From an optimization exercise on the open Yosys and OpenROAD flow, aimed at small area, a short achievable clock period and few clock cycles per item; shortcuts taken in it are not production practice. No functional check of the RTL was part of any run shown here. No activity file was given, so power comes from the tool's default toggle rates.

--- flow/design.v ---
package emdf_pkg;
  localparam int DUR_W      = 16;
  localparam int SPEED_W    = 12;
  localparam int DIST_W     = 20;
  localparam int COUNT_W    = 3;
  localparam int PROD_W     = DUR_W + SPEED_W;
  localparam int PROD_SHIFT = 8;
  localparam int CFG_IDX_W  = 1;
  localparam logic [SPEED_W-1:0] HALF_SPEED_RESET = 12'd1124;
  localparam logic [DIST_W-1:0]  MIN_DIST_RESET   = 20'd1536;
  localparam logic [DUR_W-1:0]   LIMIT_RESET      = 16'd349;
  localparam logic [CFG_IDX_W-1:0] REG_HALF_SPEED = 1'b0;
  localparam logic [CFG_IDX_W-1:0] REG_MIN_DIST   = 1'b1;
  typedef logic [DIST_W-1:0] dist_t;
  typedef logic [DUR_W-1:0]  dur_t;
endpackage
import emdf_pkg::*;
module emdf_cell (
  input  logic [SPEED_W-1:0] speed,
  input  logic [11:0]        s,
  input  logic [11:0]        c,
  input  logic               cin,
  input  logic [3:0]         m4,
  output logic [11:0]        s_next,
  output logic [11:0]        c_next,
  output logic               cout,
  output logic [3:0]         low
);
  logic [15:0] p0, p1, p2, p3, sv, cv;
  logic [15:0] x1, y1, x2, y2, x3, y3, x4, y4;
  logic [4:0]  lsum;
  assign sv = 16'(s);
  assign cv = 16'(c);
  assign p0 = m4[0] ? 16'(speed)       : 16'd0;
  assign p1 = m4[1] ? 16'(speed) << 1  : 16'd0;
  assign p2 = m4[2] ? 16'(speed) << 2  : 16'd0;
  assign p3 = m4[3] ? 16'(speed) << 3  : 16'd0;
  assign x1 = sv ^ cv ^ p0;
  assign y1 = ((sv & cv) | (sv & p0) | (cv & p0)) << 1;
  assign x2 = p1 ^ p2 ^ p3;
  assign y2 = ((p1 & p2) | (p1 & p3) | (p2 & p3)) << 1;
  assign x3 = x1 ^ y1 ^ x2;
  assign y3 = ((x1 & y1) | (x1 & x2) | (y1 & x2)) << 1;
  assign x4 = x3 ^ y3 ^ y2;
  assign y4 = ((x3 & y3) | (x3 & y2) | (y3 & y2)) << 1;
  assign lsum   = 5'(x4[3:0]) + 5'(y4[3:0]) + 5'(cin);
  assign low    = lsum[3:0];
  assign cout   = lsum[4];
  assign s_next = x4[15:4];
  assign c_next = y4[15:4];
endmodule
import emdf_pkg::*;
module emdf_chain (
  input  logic                clk,
  input  logic                acc,
  input  logic [2:0]          pos,
  input  emdf_pkg::dur_t      x,
  input  logic [2:0]          want,
  output emdf_pkg::dur_t      pick
);
  emdf_pkg::dur_t slot0, slot1, slot2;
  logic [2:0]     above;
  logic           g0, g1, g2;
  logic           lo0, lo1, lo2;
  logic           hi0, hi1, hi2;
  logic           filling;
  logic           w0, w1, w2;
  logic           s0, s1, s2;
  function automatic logic dur_gt(input logic [15:0] a, input logic [15:0] b);
    logic [15:0] g, l;
    logic [7:0]  g2, l2;
    logic [3:0]  g4, l4;
    logic [1:0]  g8, l8;
    g = a & ~b;
    l = ~a & b;
    for (int i = 0; i < 8; i++) begin
      g2[i] = g[2*i+1] | (~l[2*i+1] & g[2*i]);
      l2[i] = l[2*i+1] | (~g[2*i+1] & l[2*i]);
    end
    for (int i = 0; i < 4; i++) begin
      g4[i] = g2[2*i+1] | (~l2[2*i+1] & g2[2*i]);
      l4[i] = l2[2*i+1] | (~g2[2*i+1] & l2[2*i]);
    end
    for (int i = 0; i < 2; i++) begin
      g8[i] = g4[2*i+1] | (~l4[2*i+1] & g4[2*i]);
      l8[i] = l4[2*i+1] | (~g4[2*i+1] & l4[2*i]);
    end
    dur_gt = g8[1] | (~l8[1] & g8[0]);
  endfunction
  assign g0 = dur_gt(x, slot0);
  assign g1 = dur_gt(x, slot1);
  assign g2 = dur_gt(x, slot2);
  assign lo0 = !above[0] && !above[1];
  assign lo1 =  above[0] && !above[2];
  assign lo2 =  above[1] &&  above[2];
  assign hi0 =  above[0] &&  above[1];
  assign hi1 = !above[0] &&  above[2];
  assign hi2 = !above[1] && !above[2];
  assign filling = (pos <= 3'd2);
  assign w0 = filling ? (pos == 3'd0) : (lo0 && g0);
  assign w1 = filling ? (pos == 3'd1) : (lo1 && g1);
  assign w2 = filling ? (pos == 3'd2) : (lo2 && g2);
  always_ff @(posedge clk) begin
    if (acc) begin
      if (w0) slot0 <= x;
      if (w1) slot1 <= x;
      if (w2) slot2 <= x;
      if (w0) begin
        above[0] <= g1;
        above[1] <= g2;
      end
      if (w1) begin
        above[0] <= !g0;
        above[2] <= g2;
      end
      if (w2) begin
        above[1] <= !g0;
        above[2] <= !g1;
      end
    end
  end
  assign s0 = (want[0] && hi0) || (want[1] && !hi0 && !lo0) || (want[2] && lo0);
  assign s1 = (want[0] && hi1) || (want[1] && !hi1 && !lo1) || (want[2] && lo1);
  assign s2 = (want[0] && hi2) || (want[1] && !hi2 && !lo2) || (want[2] && lo2);
  assign pick = ({16{s0}} & slot0) | ({16{s1}} & slot1) | ({16{s2}} & slot2);
endmodule
import emdf_pkg::*;
module echo_median_distance_filter_unit #(
  parameter int WINDOW = 5
) (
  input  logic                 clk,
  input  logic                 rst,
  input  logic                 in_valid,
  output logic                 in_stall,
  input  logic [DUR_W-1:0]     echo_duration_us,
  output logic                 out_valid,
  input  logic                 out_stall,
  output logic [DIST_W-1:0]    distance_q8,
  output logic                 found,
  output logic [COUNT_W-1:0]   kept_count,
  input  logic                 cfg_valid,
  output logic                 cfg_ready,
  input  logic [CFG_IDX_W-1:0] cfg_index,
  input  logic [31:0]          cfg_data
);
  logic [SPEED_W-1:0] speed;
  emdf_pkg::dist_t    min_dist;
  logic               min_zero;
  emdf_pkg::dur_t     limit;
  logic               lim_exact;
  logic [4:0]         div_cnt;
  logic               div_busy;
  logic               div_first;
  logic               div_sat;
  logic [12:0]        div_r2;
  logic [13:0]        div_diff;
  logic [11:0]        div_rem;
  logic               div_q;
  logic               in_acc;
  logic [2:0]         pos;
  logic [2:0]         kept;
  logic               keep;
  logic               win_full;
  emdf_pkg::dur_t     median;
  logic               xfer;
  logic               win_full_next;
  logic               med_v_next;
  logic               med_v;
  emdf_pkg::dur_t     med;
  logic [2:0]         med_count;
  logic               start;
  logic               idle;
  logic [2:0]         phase;
  logic [11:0]        acc_s;
  logic [11:0]        acc_c;
  logic               acc_cin;
  logic [7:0]         prod_mid;
  logic [11:0]        s_next;
  logic [11:0]        c_next;
  logic               cout;
  logic [3:0]         low;
  logic [2:0]         res_count;
  function automatic logic dur_ge_gt(input logic [15:0] a, input logic [15:0] b,
                                     input logic ge);
    logic [15:0] g, l;
    logic [7:0]  g2, l2;
    logic [3:0]  g4, l4;
    logic [1:0]  g8, l8;
    g = a & ~b;
    l = ~a & b;
    for (int i = 0; i < 8; i++) begin
      g2[i] = g[2*i+1] | (~l[2*i+1] & g[2*i]);
      l2[i] = l[2*i+1] | (~g[2*i+1] & l[2*i]);
    end
    for (int i = 0; i < 4; i++) begin
      g4[i] = g2[2*i+1] | (~l2[2*i+1] & g2[2*i]);
      l4[i] = l2[2*i+1] | (~g2[2*i+1] & l2[2*i]);
    end
    for (int i = 0; i < 2; i++) begin
      g8[i] = g4[2*i+1] | (~l4[2*i+1] & g4[2*i]);
      l8[i] = l4[2*i+1] | (~g4[2*i+1] & l4[2*i]);
    end
    dur_ge_gt = (g8[1] | (~l8[1] & g8[0])) | (ge & ~(l8[1] | (~g8[1] & l8[0])));
  endfunction
  assign cfg_ready = 1'b1;
  assign div_busy  = (div_cnt != 5'd0);
  assign in_acc    = in_valid && !in_stall;
  always_ff @(posedge clk) begin
    if (rst) begin
      speed    <= HALF_SPEED_RESET;
      min_dist <= MIN_DIST_RESET;
      min_zero <= 1'b0;
    end else if (cfg_valid) begin
      case (cfg_index)
        REG_HALF_SPEED: speed    <= cfg_data[SPEED_W-1:0];
        REG_MIN_DIST: begin
          min_dist <= cfg_data[DIST_W-1:0];
          min_zero <= (cfg_data[DIST_W-1:0] == '0);
        end
        default: ;
      endcase
    end
  end
  assign div_first = (div_cnt == 5'd17);
  assign div_r2    = div_first ? {1'b0, min_dist[19:8]} : {acc_s, limit[15]};
  assign div_diff  = {1'b0, div_r2} - {2'b00, speed};
  assign div_q     = !div_diff[13];
  assign div_rem   = div_q ? div_diff[11:0] : div_r2[11:0];
  always_ff @(posedge clk) begin
    if (rst) begin
      div_cnt <= 5'd0;
    end else if (cfg_valid) begin
      div_cnt <= 5'd17;
    end else if (div_busy) begin
      div_cnt <= div_cnt - 5'd1;
    end
  end
  always_ff @(posedge clk) begin
    if (rst) begin
      limit     <= LIMIT_RESET;
      lim_exact <= 1'b0;
    end else if (div_busy) begin
      if (div_first) begin
        limit   <= {min_dist[7:0], 8'h00};
        div_sat <= div_q || min_zero;
      end else begin
        limit <= {limit[14:0], (div_q || div_sat) && !min_zero};
      end
      lim_exact <= (div_rem == 12'd0) && !div_sat && !min_zero;
    end
  end
  assign keep = dur_ge_gt(echo_duration_us, limit, lim_exact);
  assign xfer = win_full && !med_v;
  always_ff @(posedge clk) begin
    if (rst) begin
      pos      <= 3'd0;
      win_full <= 1'b0;
    end else begin
      if (xfer) win_full <= 1'b0;
      if (in_acc) begin
        if (pos == 3'(WINDOW - 1)) begin
          pos      <= 3'd0;
          win_full <= 1'b1;
        end else begin
          pos <= pos + 3'd1;
        end
      end
    end
  end
  always_ff @(posedge clk) begin
    if (in_acc) kept <= ((pos == 3'd0) ? 3'd0 : kept) + 3'(keep);
  end
  emdf_chain u_chain (
    .clk (clk),
    .acc (in_acc),
    .pos (pos),
    .x   (echo_duration_us),
    .want ({kept == 3'd5, (kept == 3'd3) || (kept == 3'd4), (kept == 3'd1) || (kept == 3'd2)}),
    .pick (median)
  );
  assign win_full_next = (win_full && !xfer) || (in_acc && (pos == 3'(WINDOW - 1)));
  assign med_v_next    = xfer || (med_v && (phase != 3'd4));
  always_ff @(posedge clk) begin
    if (rst) begin
      in_stall <= 1'b0;
    end else begin
      in_stall <= cfg_valid || (div_cnt > 5'd1) || (win_full_next && med_v_next);
    end
  end
  always_ff @(posedge clk) begin
    if (rst) begin
      med_v <= 1'b0;
    end else if (xfer) begin
      med_v <= 1'b1;
    end else if (phase == 3'd4) begin
      med_v <= 1'b0;
    end
  end
  always_ff @(posedge clk) begin
    if (xfer) begin
      med       <= median;
      med_count <= kept;
    end else if (start || (phase != 3'd0 && phase != 3'd5)) begin
      med <= med >> 4;
    end
  end
  assign start = med_v && idle && (!out_valid || !out_stall);
  emdf_cell u_step (
    .speed  (speed),
    .s      (idle ? 12'd0 : acc_s),
    .c      (idle ? 12'd0 : acc_c),
    .cin    (idle ? 1'b0 : acc_cin),
    .m4     (med[3:0]),
    .s_next (s_next),
    .c_next (c_next),
    .cout   (cout),
    .low    (low)
  );
  always_ff @(posedge clk) begin
    if (rst) begin
      phase <= 3'd0;
      idle  <= 1'b1;
    end else if (start) begin
      phase <= 3'd2;
      idle  <= 1'b0;
    end else if (phase == 3'd5) begin
      phase <= 3'd0;
      idle  <= 1'b1;
    end else if (phase != 3'd0) begin
      phase <= phase + 3'd1;
    end
  end
  always_ff @(posedge clk) begin
    if (start || (phase != 3'd0 && phase != 3'd5)) begin
      acc_s    <= s_next;
      acc_c    <= c_next;
      acc_cin  <= cout;
      prod_mid <= {low, prod_mid[7:4]};
    end else if (phase == 3'd5) begin
      acc_s <= acc_s + acc_c + 12'(acc_cin);
    end else if (div_busy) begin
      acc_s <= div_rem;
    end
  end
  always_ff @(posedge clk) begin
    if (start) begin
      res_count <= med_count;
      found     <= (med_count != 3'd0);
    end
  end
  always_ff @(posedge clk) begin
    if (rst) begin
      out_valid <= 1'b0;
    end else if (phase == 3'd5) begin
      out_valid <= 1'b1;
    end else if (!out_stall) begin
      out_valid <= 1'b0;
    end
  end
  assign distance_q8 = {acc_s, prod_mid};
  assign kept_count  = res_count;
endmodule
--- flow/run.sh ---
#!/bin/bash
# synth_recipe.tcl (not shown) runs the flow's synth.tcl, then flattens the netlist and writes it again
# the make line also repeats each setting of config.mk as NAME=value (left out here)
make -C /OpenROAD-flow-scripts/flow DESIGN_CONFIG=/design/flow/config.mk WORK_HOME=/design/flow/orfs CLKGATE_MAP_FILE= SYNTH_SCRIPT=/design/flow/synth_recipe.tcl finish
--- flow/constraint.sdc ---
create_clock -name core_clock -period 7.0 [get_ports {clk}]
set_input_delay 1.4000 -clock core_clock [delete_from_list [all_inputs] [get_ports {clk}]]
set_output_delay 1.4000 -clock core_clock [all_outputs]
set_load 0.01 [all_outputs]
--- flow/config.mk ---
export PLATFORM = sky130hd
export DESIGN_NAME = echo_median_distance_filter_unit
export DESIGN_NICKNAME = echo_median_distance_filter_unit
export VERILOG_FILES = /design/flow/design.v
export SDC_FILE = /design/flow/constraint.sdc
export NUM_CORES = 4
export LEC_CHECK = 0
export CAP_MARGIN = 20
export CORE_MARGIN = 2
export CORE_UTILIZATION = 40
export SETUP_SLACK_MARGIN = 4.4
export SLEW_MARGIN = 20
==> results of run 1 <==
==> path summary, 6_finish.rpt <==
check | start | endpoint | cells after the start
hold reg to reg | prod_mid[7]$_DFFE_PN_ | prod_mid[3]$_DFFE_PN_ | 0
hold / removal | prod_mid[7]$_DFFE_PN_ | prod_mid[3]$_DFFE_PN_ | 0
setup reg to reg | div_cnt[1]$_SDFFE_PP0P_ | lim_exact$_SDFFE_PP0P_ | 17
setup / recovery | div_cnt[1]$_SDFFE_PP0P_ | lim_exact$_SDFFE_PP0P_ | 17
==> cell usage in the layout, fill, tap and decap left out, types with 19 or more instances in the layout <==
master	count
nand2b_1	29
buf_6	29
a21oi_1	53
and2_1	32
fa_1	39
xnor2_1	20
o21ai_0	41
inv_1	86
nand2_1	153
dfxtp_1	61
dlygate4sd2_1	19
ha_1	33
clkdlybuf4s50_1	23
buf_4	70
nor2_1	52
nor2b_1	36
edfxtp_1	111
==> cells by family after synthesis <==
kind of cell / count (synthesis) / share of synthesized area [%]
AND/OR/NAND/NOR: 406 / 18.1
other: 1 / 0.0340
buffers and inverters: 156 / 5.48
multiplexers: 12 / 1.10
XOR/XNOR: 28 / 2.22
AO/OA/AOI/OAI: 251 / 15.4
adder cells (fa/ha/maj): 113 / 15.5
flip-flops: 177 / 42.2
==> sequential cells by signal, indices dropped and copies added, names as in the netlist, 16 cells and up <==
| signal | cells |
|---|---|
| min_dist | 20 |
| limit | 16 |
| u_chain.slot2 | 16 |
| u_chain.slot1 | 16 |
| med | 16 |
| u_chain.slot0 | 16 |
==> per-layer routing <==
metal	vias up	part of all wire, %	global-route usage [%]
li1	4324	-	-
met1	4512	41	26.7
met2	255	51	39.9
met3	55	4.3	2.63
met4	0	3.3	8.40
met5	-	0	0
==> per-stage QoR <==
stage / hold slack, ns / cell area [sq um]
floorplan: 0.417 / 11300
global placement: 0.428 / 12200
detailed placement: 0.433 / 12200
CTS: 0.448 / 14000
global route: 0.452 / 14500
finish: 0.448 / 14500
==> repair_timing <==
| item | CTS | global route |
|---|---|---|
| pin swaps | 63 | 39 |
| resized for setup | 248 | 65 |
| cloned | 7 | 2 |
| setup endpoints to repair | 178 | 135 |
| setup buffers | 73 | 26 |
| endpoints found under the hold margin | 0 | 0 |
==> cell type report <==
type / count / area [sq um] / share of cell area [%]
Clock buffer: 17 / 425 / 2.94
Clock inverter: 15 / 144 / 0.994
Inverter: 108 / 447 / 3.09
Multi-Input combinational cell: 816 / 6590 / 45.5
Sequential cell: 177 / 4670 / 32.2
Tap cell: 341 / 427 / 2.95
Timing Repair Buffer: 177 / 1780 / 12.3
==> critical path: cells and delay by family, from the launching register on <==
kind                       cells  cell delay, ns
DFF                            1            0.33
and+or+nand+nor                5            0.79
muxes                          1            0.24
adders and majority gates      2            0.37
buffers and inverters          3            0.39
AOI/OAI and AO/OA              6            1.39
==> report_power, final <==
group / switching [mW] / leakage (nW) / internal, mW
Clock: 0.469 / 0.268 / 0.473
Combinational: 1.38 / 3.97 / 1.28
Sequential: 0.164 / 1.60 / 1.40
Total: 2.02 / 5.83 / 3.16
==> flow_summary.toml, run 1 <==
[drt]
drcViolationCount = 0
drt_wl_total_mm = 31.9
ant_nets = 0
firstDrtPassIters = 6
wire_per_inst_um = 19.3
drt_iter0_drc = 686
viasPerCell = 5.54
route.vias.total = 9146

[setup_path]
cp-start-kind = "flip-flop"
rrSetupSlack_ns = 3.40
crit_chain = "inv_2 > ha_4 > and3_4 > buf_4 > nand2_1 > o21ai_4 > ha_4 > nor2b_2 > o31a_1 > o41ai_4 > a21oi_4 > a41oi_4 > buf_12 > mux2i_4 > and3_1 > nand3_2 > o31ai_4"
slowest_delay_ns = 0.35
required_ns = 7.35
worst_path_most_repeated_cell = "ha_4"
worstPathArrival_ns = 3.95
path_class = "flip-flop to flip-flop"
crit_path_max_fanout = 7
endpoint_kind = "flip-flop"
cp_slowest_cell = "o31a_1"

[yosys]
synth_cell_type_count = 73
syn_nets = 1287
ys_seq_area_share_pct = 42.2
yosys_warnings = 2
synth_top_area_share_pct = 30.2
synth_area_sq_um = 11000
ys_top_cells_by_count = "nand2_1 (156), edfxtp_1 (111), inv_1 (107)"
yosysMostFrequentCell = "nand2_1"
syn_inst = 1144
synth-seq-cells = 177
synthTopCellsByArea = "edfxtp_1 (30%), dfxtp_1 (12%), fa_1 (8.5%)"
synth-main-ff-cell = "edfxtp_1"
avgSynthCellArea_sq_um = 9.64
synth_edf_count = 111
async_flop_share_pct = 0
yosysTopAreaCell = "edfxtp_1"

[power]
peakVddDrop_mv = 0.173
power_density_nw_per_um2 = 357
leakage_nw = 5.83
power_mw = 5.17

[timing]
post-route-min-period_ns = 3.60
skew_ns = 0.00830
min_period_over_period_pct = 51.4
worst_pin_slew_ns = 0.862
slew_violations = 0
fmax_mhz = 278
layout_setup_ws_ns = 3.40
slew_headroom_pct = 42.6
tns_ns = 0
rsz0062_at_grt = "true"
setup_viol = 0
hold_viol_final = 0

[placement]
post-dp-hpwl_mm = 20.8
portBuffers = 67
dp_cells = 1511
place_ws_ns = 1.96
gp_congestion = 0.847

[floorplanning]
top_level_ports = 81
dieArea_sq_um = 28900
die_w_um = 170
initial_core_util_pct = 40.8
core_area_sq_um = 27000
fp.dieH_um = 170
rows = 60

[global_route]
grt_use_total_pct = 22.0
grt_pass1_wl_mm = 48.7
grt_pass1_vias = 9047
grt_max_degree = 69
antenna_found_initial = 0
grt_overflow = 0

[layout]
post-route-util_pct = 53.6
synthToLayoutAreaGrowth_pct = 31.2
layout-drive-gt1-share_pct = 24.9
num_antenna_cells = 0
instances_no_fill = 1651
fill_cells = 2362
layout.nets = 1440

[clocking]
cts.sinks = 177
numCtsBuffers = 17
clockBufferDepth = 2
cts-root-buf = "clkbuf_16"
cts_tree = "done"
holdBufCountCts = 0
clock_latency_ns = 0.44
ctsHtreeMaxLevel = 4
clkTransAtPathRegs_ns = 0.08

[min_path]
hp-class = "flip-flop to flip-flop"

[job]
max_cap_viol_count = 0

[run_status]
outcome = "finished clean"
==> run 2: changes to the inputs <==
--- a/flow/config.mk
+++ b/flow/config.mk
@@ -8,5 +8,5 @@
 export CAP_MARGIN = 20
 export CORE_MARGIN = 2
 export CORE_UTILIZATION = 40
-export SETUP_SLACK_MARGIN = 4.4
+export SETUP_SLACK_MARGIN = 4.0
 export SLEW_MARGIN = 20
==> run 2 against run 1 <==
Still clean on timing, DRC and antenna. Critical path depth decreased by 2. Global-route usage about the same. Synthesized cell count unchanged. Non-clock buffer count decreased by 23. Fmax increased by 1.2%. Total power decreased by 0.63%. Worst setup slack improved by 0.044 ns.
==> flow_summary.toml, run 2 <==
[drt]
route.vias.total = 9016
ant_nets = 0
wire_per_inst_um = 19.1
firstDrtPassIters = 9
drcViolationCount = 0
drt_iter0_drc = 737
viasPerCell = 5.54
drt_wl_total_mm = 31.0

[floorplanning]
top_level_ports = 81
rows = 60
fp.dieH_um = 170
dieArea_sq_um = 28900
die_w_um = 170
initial_core_util_pct = 40.8
core_area_sq_um = 27000

[layout]
num_antenna_cells = 0
final_cell_mix = "nand2_1 (153), edfxtp_1 (111), inv_1 (98), dfxtp_1 (63), buf_4 (63)"
layout.nets = 1416
layout-drive-gt1-share_pct = 20.0
instances_no_fill = 1627
final_common_cell = "nand2_1"
largest_reg_flops = 20
top_register = "min_dist"
fill_cells = 2420
synthToLayoutAreaGrowth_pct = 28.6

[setup_path]
worstPathArrival_ns = 3.72
endpoint_kind = "flip-flop"
crit_path_max_fanout = 6
crit_buf_inv = 2
worst_path_most_repeated_cell = "and3_4"
cp-start-kind = "flip-flop"
slowest_delay_ns = 0.40
cp_slowest_cell = "or4_1"
required_ns = 7.17
crit_chain = "inv_2 > ha_4 > and3_4 > mux2i_4 > ha_2 > nor2b_2 > o31a_1 > o41ai_4 > a21oi_2 > buf_4 > and3_4 > or4_1 > o211ai_1 > o21a_1 > a21oi_1"
cp_top_family = "compound AO/OA/AOI/OAI gates"
path_class = "flip-flop to flip-flop"

[placement]
portBuffers = 67
place_ws_ns = 1.92
gp_congestion = 0.867
dp_cells = 1513
post-dp-hpwl_mm = 20.9

[timing]
layout_setup_ws_ns = 3.45
rsz0062_at_grt = "true"
min_period_over_period_pct = 50.8
setup_viol = 0
slew_violations = 0
hold_viol_final = 0
worst_pin_slew_ns = 0.767
fmax_mhz = 281
tns_ns = 0
post-route-min-period_ns = 3.55
slew_headroom_pct = 48.8
skew_ns = 0.0167

[yosys]
synth_top_area_share_pct = 30.2
async_flop_share_pct = 0
ys_top_cells_by_count = "nand2_1 (156), edfxtp_1 (111), inv_1 (107)"
syn_nets = 1287
ys_seq_area_share_pct = 42.2
yosysTopAreaCell = "edfxtp_1"
synth_edf_count = 111
synthTopCellsByArea = "edfxtp_1 (30%), dfxtp_1 (12%), fa_1 (8.5%)"
synth-seq-cells = 177
synth_cell_type_count = 73
yosys_warnings = 2
yosysMostFrequentCell = "nand2_1"
synth_area_sq_um = 11000
syn_inst = 1144
avgSynthCellArea_sq_um = 9.64
synth-main-ff-cell = "edfxtp_1"

[min_path]
hp-class = "flip-flop to flip-flop"

[clocking]
cts_tree = "done"
clkTransAtPathRegs_ns = 0.07
numCtsBuffers = 17
clockBufferDepth = 2
cts.sinks = 177
ctsHtreeMaxLevel = 4
holdBufCountCts = 0
cts-root-buf = "clkbuf_16"
clock_latency_ns = 0.44

[global_route]
grt_pass1_wl_mm = 49.3
antenna_found_initial = 0
grt_pass1_vias = 9154
grt_use_total_pct = 22.0
grt_max_degree = 69
grt_overflow = 0

[run_status]
outcome = "finished clean"

[power]
power_density_nw_per_um2 = 362
leakage_nw = 5.61
peakVddDrop_mv = 0.169

[job]
max_cap_viol_count = 0
run 2: area by class of cell:
class                   instances  area (sq um)  area share [%]
inverters                     108           443            3.12
clock buffers                  17           425            3.00
multi-input cells             815          6490            45.8
flip-flops and latches        177          4660            32.9
well taps                     341           427            3.01
clock inverters                15           165            1.16
repair buffers                154          1570            11.1
run 2: final timing paths:
check,start,end,slack [ns],depth (start not counted)
min reg2reg,med_count[1]$_DFFE_PP_,res_count[1]$_DFFE_PP_,0.44,0
min,med_count[1]$_DFFE_PP_,res_count[1]$_DFFE_PP_,0.44,0
max,div_cnt[1]$_SDFFE_PP0P_,acc_s[11]$_SDFFCE_PN0P_,3.45,15
max reg2reg,div_cnt[1]$_SDFFE_PP0P_,acc_s[11]$_SDFFCE_PN0P_,3.45,15
run 2: kinds of logic after synthesis:
| family | Yosys count | share of synthesized area, % |
|---|---|---|
| adders and majority gates | 113 | 15.5 |
| other | 1 | 0.0340 |
| and+or+nand+nor | 406 | 18.1 |
| muxes | 12 | 1.10 |
| AOI/OAI and AO/OA | 251 | 15.4 |
| DFF | 177 | 42.2 |
| buffers and inverters | 156 | 5.48 |
| xor gates and xnor gates | 28 | 2.22 |
run 2: through the flow:
stage          cell area (sq um)  power [mW]  utilization, %  hold slack, ns
3_3_place_gp               12200        3.52            45.3           0.427
2_1_floorplan              11300        2.96               -           0.417
5_1_grt                    14200        5.49            52.5           0.463
4_1_cts                    13900        4.98            51.4           0.442
6_report                   14200        5.14            52.5           0.442
3_5_place_dp               12200        3.56            45.3           0.425
run 2: repair_timing:
action / in CTS / in global routing
endpoints found under the hold margin: 0 / 0
endpoints found under the setup margin: 125 / 105
pin swaps: 55 / 34
buffers inserted: 60 / 14
cloned: 7 / 1
gates resized for setup: 164 / 39
run 2: power by group:
part / internal [mW] / total (mW) / switching, mW
logic: 1.25 / 2.59 / 1.34
registers: 1.40 / 1.58 / 0.180
clock network: 0.508 / 0.969 / 0.460
run 2: metal layers:
| metal | share of wire, % | GRT usage [%] | up-vias |
|---|---|---|---|
| met5 | 0 | 0 | - |
| met4 | 2.9 | 7.80 | 0 |
| met3 | 4.5 | 3.35 | 63 |
| met2 | 51 | 39.4 | 273 |
| met1 | 42 | 26.9 | 4419 |
| li1 | - | - | 4261 |
==> run 3: changes to the inputs <==
--- a/flow/design.v
+++ b/flow/design.v
@@ -67,25 +67,25 @@
   logic           w0, w1, w2;
   logic           s0, s1, s2;
   function automatic logic dur_gt(input logic [15:0] a, input logic [15:0] b);
-    logic [15:0] g, l;
-    logic [7:0]  g2, l2;
-    logic [3:0]  g4, l4;
-    logic [1:0]  g8, l8;
+    logic [15:0] g, e;
+    logic [7:0]  g2, e2;
+    logic [3:0]  g4, e4;
+    logic [1:0]  g8, e8;
     g = a & ~b;
-    l = ~a & b;
+    e = ~(a ^ b);
     for (int i = 0; i < 8; i++) begin
-      g2[i] = g[2*i+1] | (~l[2*i+1] & g[2*i]);
-      l2[i] = l[2*i+1] | (~g[2*i+1] & l[2*i]);
+      g2[i] = g[2*i+1] | (e[2*i+1] & g[2*i]);
+      e2[i] = e[2*i+1] & e[2*i];
     end
     for (int i = 0; i < 4; i++) begin
-      g4[i] = g2[2*i+1] | (~l2[2*i+1] & g2[2*i]);
-      l4[i] = l2[2*i+1] | (~g2[2*i+1] & l2[2*i]);
+      g4[i] = g2[2*i+1] | (e2[2*i+1] & g2[2*i]);
+      e4[i] = e2[2*i+1] & e2[2*i];
     end
     for (int i = 0; i < 2; i++) begin
-      g8[i] = g4[2*i+1] | (~l4[2*i+1] & g4[2*i]);
-      l8[i] = l4[2*i+1] | (~g4[2*i+1] & l4[2*i]);
+      g8[i] = g4[2*i+1] | (e4[2*i+1] & g4[2*i]);
+      e8[i] = e4[2*i+1] & e4[2*i];
     end
-    dur_gt = g8[1] | (~l8[1] & g8[0]);
+    dur_gt = g8[1] | (e8[1] & g8[0]);
   endfunction
   assign g0 = dur_gt(x, slot0);
   assign g1 = dur_gt(x, slot1);
@@ -145,16 +145,16 @@
 );
   logic [SPEED_W-1:0] speed;
   emdf_pkg::dist_t    min_dist;
-  logic               min_zero;
   emdf_pkg::dur_t     limit;
-  logic               lim_exact;
   logic [4:0]         div_cnt;
   logic               div_busy;
+  logic               div_init;
   logic               div_first;
   logic               div_sat;
+  logic               div_zero;
+  logic [DIST_W:0]    min_m1;
   logic [12:0]        div_r2;
   logic [13:0]        div_diff;
-  logic [11:0]        div_rem;
   logic               div_q;
   logic               in_acc;
   logic [2:0]         pos;
@@ -180,27 +180,26 @@
   logic               cout;
   logic [3:0]         low;
   logic [2:0]         res_count;
-  function automatic logic dur_ge_gt(input logic [15:0] a, input logic [15:0] b,
-                                     input logic ge);
-    logic [15:0] g, l;
-    logic [7:0]  g2, l2;
-    logic [3:0]  g4, l4;
-    logic [1:0]  g8, l8;
+  function automatic logic dur_gt(input logic [15:0] a, input logic [15:0] b);
+    logic [15:0] g, e;
+    logic [7:0]  g2, e2;
+    logic [3:0]  g4, e4;
+    logic [1:0]  g8, e8;
     g = a & ~b;
-    l = ~a & b;
+    e = ~(a ^ b);
     for (int i = 0; i < 8; i++) begin
-      g2[i] = g[2*i+1] | (~l[2*i+1] & g[2*i]);
-      l2[i] = l[2*i+1] | (~g[2*i+1] & l[2*i]);
+      g2[i] = g[2*i+1] | (e[2*i+1] & g[2*i]);
+      e2[i] = e[2*i+1] & e[2*i];
     end
     for (int i = 0; i < 4; i++) begin
-      g4[i] = g2[2*i+1] | (~l2[2*i+1] & g2[2*i]);
-      l4[i] = l2[2*i+1] | (~g2[2*i+1] & l2[2*i]);
+      g4[i] = g2[2*i+1] | (e2[2*i+1] & g2[2*i]);
+      e4[i] = e2[2*i+1] & e2[2*i];
     end
     for (int i = 0; i < 2; i++) begin
-      g8[i] = g4[2*i+1] | (~l4[2*i+1] & g4[2*i]);
-      l8[i] = l4[2*i+1] | (~g4[2*i+1] & l4[2*i]);
+      g8[i] = g4[2*i+1] | (e4[2*i+1] & g4[2*i]);
+      e8[i] = e4[2*i+1] & e4[2*i];
     end
-    dur_ge_gt = (g8[1] | (~l8[1] & g8[0])) | (ge & ~(l8[1] | (~g8[1] & l8[0])));
+    dur_gt = g8[1] | (e8[1] & g8[0]);
   endfunction
   assign cfg_ready = 1'b1;
   assign div_busy  = (div_cnt != 5'd0);
@@ -209,47 +208,45 @@
     if (rst) begin
       speed    <= HALF_SPEED_RESET;
       min_dist <= MIN_DIST_RESET;
-      min_zero <= 1'b0;
     end else if (cfg_valid) begin
       case (cfg_index)
         REG_HALF_SPEED: speed    <= cfg_data[SPEED_W-1:0];
-        REG_MIN_DIST: begin
-          min_dist <= cfg_data[DIST_W-1:0];
-          min_zero <= (cfg_data[DIST_W-1:0] == '0);
-        end
+        REG_MIN_DIST:   min_dist <= cfg_data[DIST_W-1:0];
         default: ;
       endcase
     end
   end
+  assign div_init  = (div_cnt == 5'd18);
   assign div_first = (div_cnt == 5'd17);
-  assign div_r2    = div_first ? {1'b0, min_dist[19:8]} : {acc_s, limit[15]};
+  assign min_m1    = {1'b0, min_dist} - 21'd1;
+  assign div_r2    = {acc_s, limit[15]};
   assign div_diff  = {1'b0, div_r2} - {2'b00, speed};
   assign div_q     = !div_diff[13];
-  assign div_rem   = div_q ? div_diff[11:0] : div_r2[11:0];
   always_ff @(posedge clk) begin
     if (rst) begin
       div_cnt <= 5'd0;
     end else if (cfg_valid) begin
-      div_cnt <= 5'd17;
+      div_cnt <= 5'd18;
     end else if (div_busy) begin
       div_cnt <= div_cnt - 5'd1;
     end
   end
   always_ff @(posedge clk) begin
     if (rst) begin
-      limit     <= LIMIT_RESET;
-      lim_exact <= 1'b0;
+      limit <= LIMIT_RESET;
+    end else if (div_init) begin
+      limit    <= {min_m1[8:0], 7'h7F};
+      div_zero <= min_m1[DIST_W];
     end else if (div_busy) begin
       if (div_first) begin
-        limit   <= {min_dist[7:0], 8'h00};
-        div_sat <= div_q || min_zero;
+        limit   <= {limit[14:0], 1'b1};
+        div_sat <= div_q;
       end else begin
-        limit <= {limit[14:0], (div_q || div_sat) && !min_zero};
+        limit <= {limit[14:0], (div_q || div_sat) && !div_zero};
       end
-      lim_exact <= (div_rem == 12'd0) && !div_sat && !min_zero;
     end
   end
-  assign keep = dur_ge_gt(echo_duration_us, limit, lim_exact);
+  assign keep = dur_gt(echo_duration_us, limit);
   assign xfer = win_full && !med_v;
   always_ff @(posedge clk) begin
     if (rst) begin
@@ -304,6 +301,7 @@
       med <= med >> 4;
     end
   end
+  assign idle  = (phase == 3'd0);
   assign start = med_v && idle && (!out_valid || !out_stall);
   emdf_cell u_step (
     .speed  (speed),
@@ -319,13 +317,10 @@
   always_ff @(posedge clk) begin
     if (rst) begin
       phase <= 3'd0;
-      idle  <= 1'b1;
     end else if (start) begin
       phase <= 3'd2;
-      idle  <= 1'b0;
     end else if (phase == 3'd5) begin
       phase <= 3'd0;
-      idle  <= 1'b1;
     end else if (phase != 3'd0) begin
       phase <= phase + 3'd1;
     end
@@ -338,8 +333,10 @@
       prod_mid <= {low, prod_mid[7:4]};
     end else if (phase == 3'd5) begin
       acc_s <= acc_s + acc_c + 12'(acc_cin);
+    end else if (div_init) begin
+      acc_s <= {1'b0, min_m1[19:9]};
     end else if (div_busy) begin
-      acc_s <= div_rem;
+      acc_s <= div_q ? div_diff[11:0] : div_r2[11:0];
     end
   end
   always_ff @(posedge clk) begin
--- a/flow/config.mk
+++ b/flow/config.mk
@@ -8,5 +8,5 @@
 export CAP_MARGIN = 20
 export CORE_MARGIN = 2
 export CORE_UTILIZATION = 40
-export SETUP_SLACK_MARGIN = 4.0
+export SETUP_SLACK_MARGIN = 4.3
 export SLEW_MARGIN = 20
==> run 3 against run 2 <==
Clock power down 4.9%. Total power up 11%. Synthesized cell count up 2.3%. Sequential cell count down 2. Critical path depth down 1. Critical path type unchanged. Still clean. Critical endpoint is now acc_s[2]$_DFFE_PP_. Die area up 3.6%. Combinational power up 25%. Worst setup slack better by 0.41 ns. Clock skew down 0.0045 ns. Worst hold slack better by 0.0070 ns.
==> flow_summary.toml, run 3 <==
[setup_path]
crit_buf_inv = 4
worstPathArrival_ns = 3.43
cp_top_family = "adder cells"
crit_chain = "inv_2 > ha_4 > nand2b_4 > buf_12 > buf_16 > nand2_4 > fa_1 > fa_1 > inv_2 > fa_2 > nor3_1 > a21oi_1 > o21ai_1 > a21oi_1"
path_class = "flip-flop to flip-flop"
cp-start-kind = "flip-flop"
required_ns = 7.29
slowest_delay_ns = 0.53
endpoint_kind = "flip-flop"
rrSetupSlack_ns = 3.85
cp_slowest_cell = "fa_1"
crit_path_max_fanout = 5

[yosys]
synth-seq-cells = 175
synthTopCellsByArea = "edfxtp_1 (29%), ha_1 (11%), dfxtp_1 (11%)"
ys_seq_area_share_pct = 40.5
synth_top_area_share_pct = 29.4
yosys_warnings = 2
ys_top_cells_by_count = "nand2_1 (163), inv_1 (127), edfxtp_1 (112)"
avgSynthCellArea_sq_um = 9.77
synth-main-ff-cell = "edfxtp_1"
synth_edf_count = 112
yosysTopAreaCell = "edfxtp_1"
yosysMostFrequentCell = "nand2_1"
async_flop_share_pct = 0
syn_nets = 1375
synth_area_sq_um = 11400
syn_inst = 1170
synth_cell_type_count = 76

[timing]
fmax_mhz = 318
slew_headroom_pct = 45.2
tns_ns = 0
min_period_over_period_pct = 44.9
hold_viol_final = 0
worst_pin_slew_ns = 0.822
slew_violations = 0
post-route-min-period_ns = 3.15
skew_ns = 0.0122
setup_viol = 0
rsz0062_at_grt = "true"

[layout]
multiInputGateArea_sq_um = 6920
top_register = "min_dist"
largest_reg_flops = 20
synthToLayoutAreaGrowth_pct = 27.6
instances_no_fill = 1679
final_cell_mix = "nand2_1 (140), inv_1 (120), edfxtp_1 (112), ha_1 (76), a21oi_1 (70)"
seq_area_sq_um = 4630
layout.nets = 1493
stdcell_area_sq_um = 14600
final_common_cell = "nand2_1"
fill_cells = 2551
post-route-util_pct = 52.2
layout-drive-gt1-share_pct = 20.0
num_antenna_cells = 0

[power]
power_mw = 5.73
leakage_nw = 6.01
power_density_nw_per_um2 = 393
peakVddDrop_mv = 0.186

[placement]
portBuffers = 67
place_area_sq_um = 12600
dp_cells = 1576
post-dp-hpwl_mm = 20.8
gp_congestion = 0.856

[drt]
ant_nets = 0
wl_met1_mm = 14.2
wire_per_inst_um = 17.7
viasPerCell = 5.33
drt_wl_total_mm = 29.8
dr_wl_met3_mm = 1.22
highest_layer = "met4"
wl_met2_mm = 13.8
drcViolationCount = 0
drt_iter0_drc = 631
route.vias.total = 8956
firstDrtPassIters = 5

[global_route]
grt_pass1_vias = 8584
grt_max_degree = 61
grt_pass1_wl_mm = 46.5
grt_use_total_pct = 19.7
antenna_found_initial = 0
grt_overflow = 0

[run_status]
outcome = "finished clean"

[clocking]
cts-root-buf = "clkbuf_16"
holdBufCountCts = 0
clock_latency_ns = 0.44
cts.sinks = 175
clkTransAtPathRegs_ns = 0.07
cts_tree = "done"
clockBufferDepth = 2
ctsHtreeMaxLevel = 4
numCtsBuffers = 17

[floorplanning]
rows = 61
die_w_um = 173
top_level_ports = 81
fp.dieH_um = 173
dieArea_sq_um = 29900
core_area_sq_um = 27900
initial_core_util_pct = 40.9

[min_path]
hp-class = "flip-flop to flip-flop"

[job]
max_cap_viol_count = 0
-- run 3: what timing repair did --
item / 4_1_cts / 5_1_grt
endpoints found under the hold margin: 0 / 0
buffers inserted: 53 / 12
endpoints found under the setup margin: 182 / 106
pin swaps: 59 / 31
gates resized for setup: 221 / 51
cloned: 6 / 0
-- run 3: final timing paths --
path	endpoint	startpoint	cells after the start
max	acc_s[2]$_DFFE_PP_	phase[0]$_SDFFE_PP0N_	14
min	prod_mid[3]$_DFFE_PN_	prod_mid[7]$_DFFE_PN_	0
max reg2reg	acc_s[2]$_DFFE_PP_	phase[0]$_SDFFE_PP0N_	14
min reg2reg	prod_mid[3]$_DFFE_PN_	prod_mid[7]$_DFFE_PN_	0
-- run 3: through the flow --
stage               hold WS [ns]  setup slack (ns)
finish                     0.449              3.85
global route               0.466              3.75
CTS                        0.452              3.87
detailed placement         0.437              2.46
global placement           0.428              2.45
floorplan                  0.417              3.78
-- run 3: kinds of logic after synthesis --
family                     Yosys count  synth area share, %
other                                1               0.0328
AOI/OAI and AO/OA                  250                 14.6
adders and majority gates          151                 19.6
muxes                                7                0.613
buffers and inverters              169                 5.59
xor gates and xnor gates            40                 3.13
DFF                                175                 40.5
and+or+nand+nor                    377                 16.0
-- run 3: power by group --
group	total (mW)	switching [mW]	leakage [nW]	internal, mW
logic	3.23	1.77	4.15	1.47
registers	1.57	0.142	1.59	1.43
clock network	0.922	0.455	0.264	0.468
-- run 3: layout make-up --
type | count | area share [%]
clock buffers | 18 | 2.94
clock inverters | 14 | 0.807
inverters | 128 | 3.31
multi-input cells | 826 | 47.4
flip-flops and latches | 175 | 31.7
well taps | 378 | 3.24
repair buffers | 140 | 10.5
-- run 3: layer usage --
layer	GRT usage [%]	up-vias
li1	-	4373
met1	28.1	4357
met2	31.7	196
met3	2.33	30
met4	5.51	0
met5	0	-
==> run 4: changes to the inputs <==
--- a/flow/config.mk
+++ b/flow/config.mk
@@ -8,5 +8,5 @@
 export CAP_MARGIN = 20
 export CORE_MARGIN = 2
 export CORE_UTILIZATION = 40
-export SETUP_SLACK_MARGIN = 4.3
+export SETUP_SLACK_MARGIN = 3.8
 export SLEW_MARGIN = 20
==> run 4 against run 3 <==
Still clean on timing, DRC and antenna. Fmax is 0.16% higher. Worst hold slack lost 0.0019 ns. Clock power barely moved. Synthesized area did not move.
==> flow_summary.toml, run 4 <==
[yosys]
ys_seq_area_share_pct = 40.5
synth_compound_area_share_pct = 14.6
yosysMostFrequentCell = "nand2_1"
synth-main-ff-cell = "edfxtp_1"
synth_top_area_share_pct = 29.4
async_flop_share_pct = 0
yosysTopAreaCell = "edfxtp_1"
syn_inst = 1170
synth_area_sq_um = 11400
synthTopCellsByArea = "edfxtp_1 (29%), ha_1 (11%), dfxtp_1 (11%)"
synth_cell_type_count = 76
synth_edf_count = 112
syn_nets = 1375
yosys_warnings = 2
synth_fa_ha_area_share_pct = 19.6
synth_top_family_by_area = "adder cells"
avgSynthCellArea_sq_um = 9.77
synth-seq-cells = 175
synth-xor-area-share_pct = 3.13
yosys.area_share.simple_pct = 16.0
ys_top_cells_by_count = "nand2_1 (163), inv_1 (127), edfxtp_1 (112)"
muxShareOfSynthArea_pct = 0.613

[layout]
layout.nets = 1455
num_antenna_cells = 0
fill_cells = 2634
top_register = "min_dist"
final_cell_mix = "nand2_1 (157), inv_1 (122), edfxtp_1 (112), ha_1 (88), a21oi_1 (81)"
synthToLayoutAreaGrowth_pct = 19.8
layout-drive-gt1-share_pct = 12.6
final_common_cell = "nand2_1"
stdcell_area_sq_um = 13700
seq_area_sq_um = 4630
multiInputGateArea_sq_um = 6590
largest_reg_flops = 20
post-route-util_pct = 49.0

[clocking]
clockBufferDepth = 2
cts-root-buf = "clkbuf_16"
cts_tree = "done"
clock_latency_ns = 0.44
cts.sinks = 175
ctsHtreeMaxLevel = 4
clkTransAtPathRegs_ns = 0.07
numCtsBuffers = 17

[power]
comb_power_share_pct = 52.9
pwr-share-seq_pct = 30.0
power_frac_clock_pct = 17.1
power.switching_mw = 2.25
power_density_nw_per_um2 = 395
p_int_mw = 3.17
swShare_pct = 41.5
leakage_nw = 5.60
peakVddDrop_mv = 0.170
power_mw = 5.41

[global_route]
grt_pass1_vias = 8591
grt_overflow = 0
grt_pass1_wl_mm = 47.3
grt_max_degree = 61
antenna_found_initial = 0
grt_use_total_pct = 20.0

[drt]
ant_nets = 0
firstDrtPassIters = 7
drcViolationCount = 0
drt_wl_total_mm = 29.7
viasPerCell = 5.35
drt_iter0_drc = 607
wire_per_inst_um = 18.1
route.vias.total = 8772

[floorplanning]
fp.dieH_um = 173
initial_core_util_pct = 40.9
rows = 61
die_w_um = 173
dieArea_sq_um = 29900
core_area_sq_um = 27900
top_level_ports = 81

[setup_path]
worstPathArrival_ns = 3.32
required_ns = 7.18
cp-start-kind = "flip-flop"
endpoint_kind = "flip-flop"
rrSetupSlack_ns = 3.86
cp_slowest_cell = "fa_1"
slowest_delay_ns = 0.56
crit_buf_inv = 2
path_class = "flip-flop to flip-flop"
crit_chain = "inv_2 > ha_4 > nand2b_4 > nand2_1 > fa_1 > fa_1 > inv_1 > fa_1 > a221oi_1 > o21ai_1"
worst_path_most_repeated_cell = "fa_1"
crit_path_max_fanout = 6
cp_top_family = "adder cells"

[job]
max_cap_viol_count = 0

[timing]
rsz0062_at_grt = "true"
worst_pin_slew_ns = 0.937
fmax_mhz = 318
slew_violations = 0
slew_headroom_pct = 37.5
hold_viol_final = 0
setup_viol = 0
tns_ns = 0
post-route-min-period_ns = 3.14
min_period_over_period_pct = 44.9
skew_ns = 0.0105

[placement]
place_area_sq_um = 12500
post-dp-hpwl_mm = 21.2
gp_congestion = 0.912
portBuffers = 67

[min_path]
hp-class = "flip-flop to flip-flop"

[run_status]
outcome = "finished clean"
run 4: cells by family (layout without fill, tap and decap cells):
kind of cell    Yosys count  after routing
mux                       7              7
flops                   175            175
fa+ha+maj               151            151
compound gates          250            250
buf+inv                 169            258
other cells               1              1
simple gates            377            380
xor+xnor                 40             40
run 4: repair_timing:
action | in CTS | in global routing
gates cloned | 2 | 3
endpoints found under the hold margin | 0 | 0
hold buffers | 0 | 0
gates resized for setup | 84 | 75
pin swaps | 18 | 39
buffers inserted | 19 | 10
endpoints found under the setup margin | 79 | 87
run 4: power by group through the flow:
stage / Sequential, mW / Combinational (mW) / Clock, mW
after floorplan: 1.59 / 1.82 / 0
after global placement: 1.69 / 2.45 / 0
after detailed placement: 1.69 / 2.49 / 0
after CTS: 1.63 / 2.68 / 0.940
after global routing: 1.65 / 3.21 / 0.981
final: 1.62 / 2.87 / 0.924
run 4: worst paths after layout:
path	startpoint	end	cells after the start
worst min register to register	med_count[2]$_DFFE_PP_	res_count[2]$_DFFE_PP_	0
worst max register to register	phase[0]$_SDFFE_PP0N_	acc_s[6]$_DFFE_PP_	10
worst max-delay path	phase[0]$_SDFFE_PP0N_	acc_s[6]$_DFFE_PP_	10
worst min-delay path	med_count[2]$_DFFE_PP_	res_count[2]$_DFFE_PP_	0
run 4: cell type report:
type | instances | share of cell area [%]
clock buffers | 18 | 3.13
multi-input cells | 829 | 48.1
well taps | 378 | 3.45
inverters | 128 | 3.53
clock inverters | 13 | 0.895
repair buffers | 99 | 7.09
flip-flops and latches | 175 | 33.8
run 4: layer usage:
metal	part of all wire, %	global-route usage (%)
met1	47	28.3
met2	46	31.5
met3	5.2	3.30
met4	1.7	6.00
met5	0	0
run 4: through the flow:
stage / hold slack (ns) / cells / setup slack (ns)
2_1_floorplan: 0.417 / 1170 / 3.78
3_3_place_gp: 0.429 / 1575 / 2.52
3_5_place_dp: 0.433 / 1575 / 2.45
4_1_cts: 0.449 / 1627 / 3.80
5_1_grt: 0.467 / 1640 / 3.75
6_report: 0.447 / 1640 / 3.86

re-timing with driven ports:
How much do the figures lean on ideal ports? The routed layouts below were timed once more, with nothing changed but the port constraints.
Step 1 assumes that a clkbuf_16 drives the clock port and a buf_2 every other input.
Step 2, shift: input delay + t, output delay - t, t = (earliest + latest rising clock arrival at the registers) / 2. This alone moves slack from input paths to output paths.
Slacks: no drivers / after step 1 / after step 2; pairs: no drivers / after step 1.
run	t, ns	setup slack, ns	worst register clock-pin slew, ns	pins driven straight from the clock port
run 1	0.485	3.403 / 3.403 / 2.982	0.08 / 0.08	1
run 2	0.481	3.446 / 3.446 / 3.053	0.08 / 0.08	1
run 3	0.477	3.854 / 3.854 / 3.411	0.08 / 0.08	1
run 4	0.484	3.859 / 3.859 / 3.404	0.07 / 0.07	1
After both steps every run listed still meets setup and hold. For run 4, which loses most, drivers alone change the setup slack by 0.000 ns; drivers and shift together by -0.455 ns.
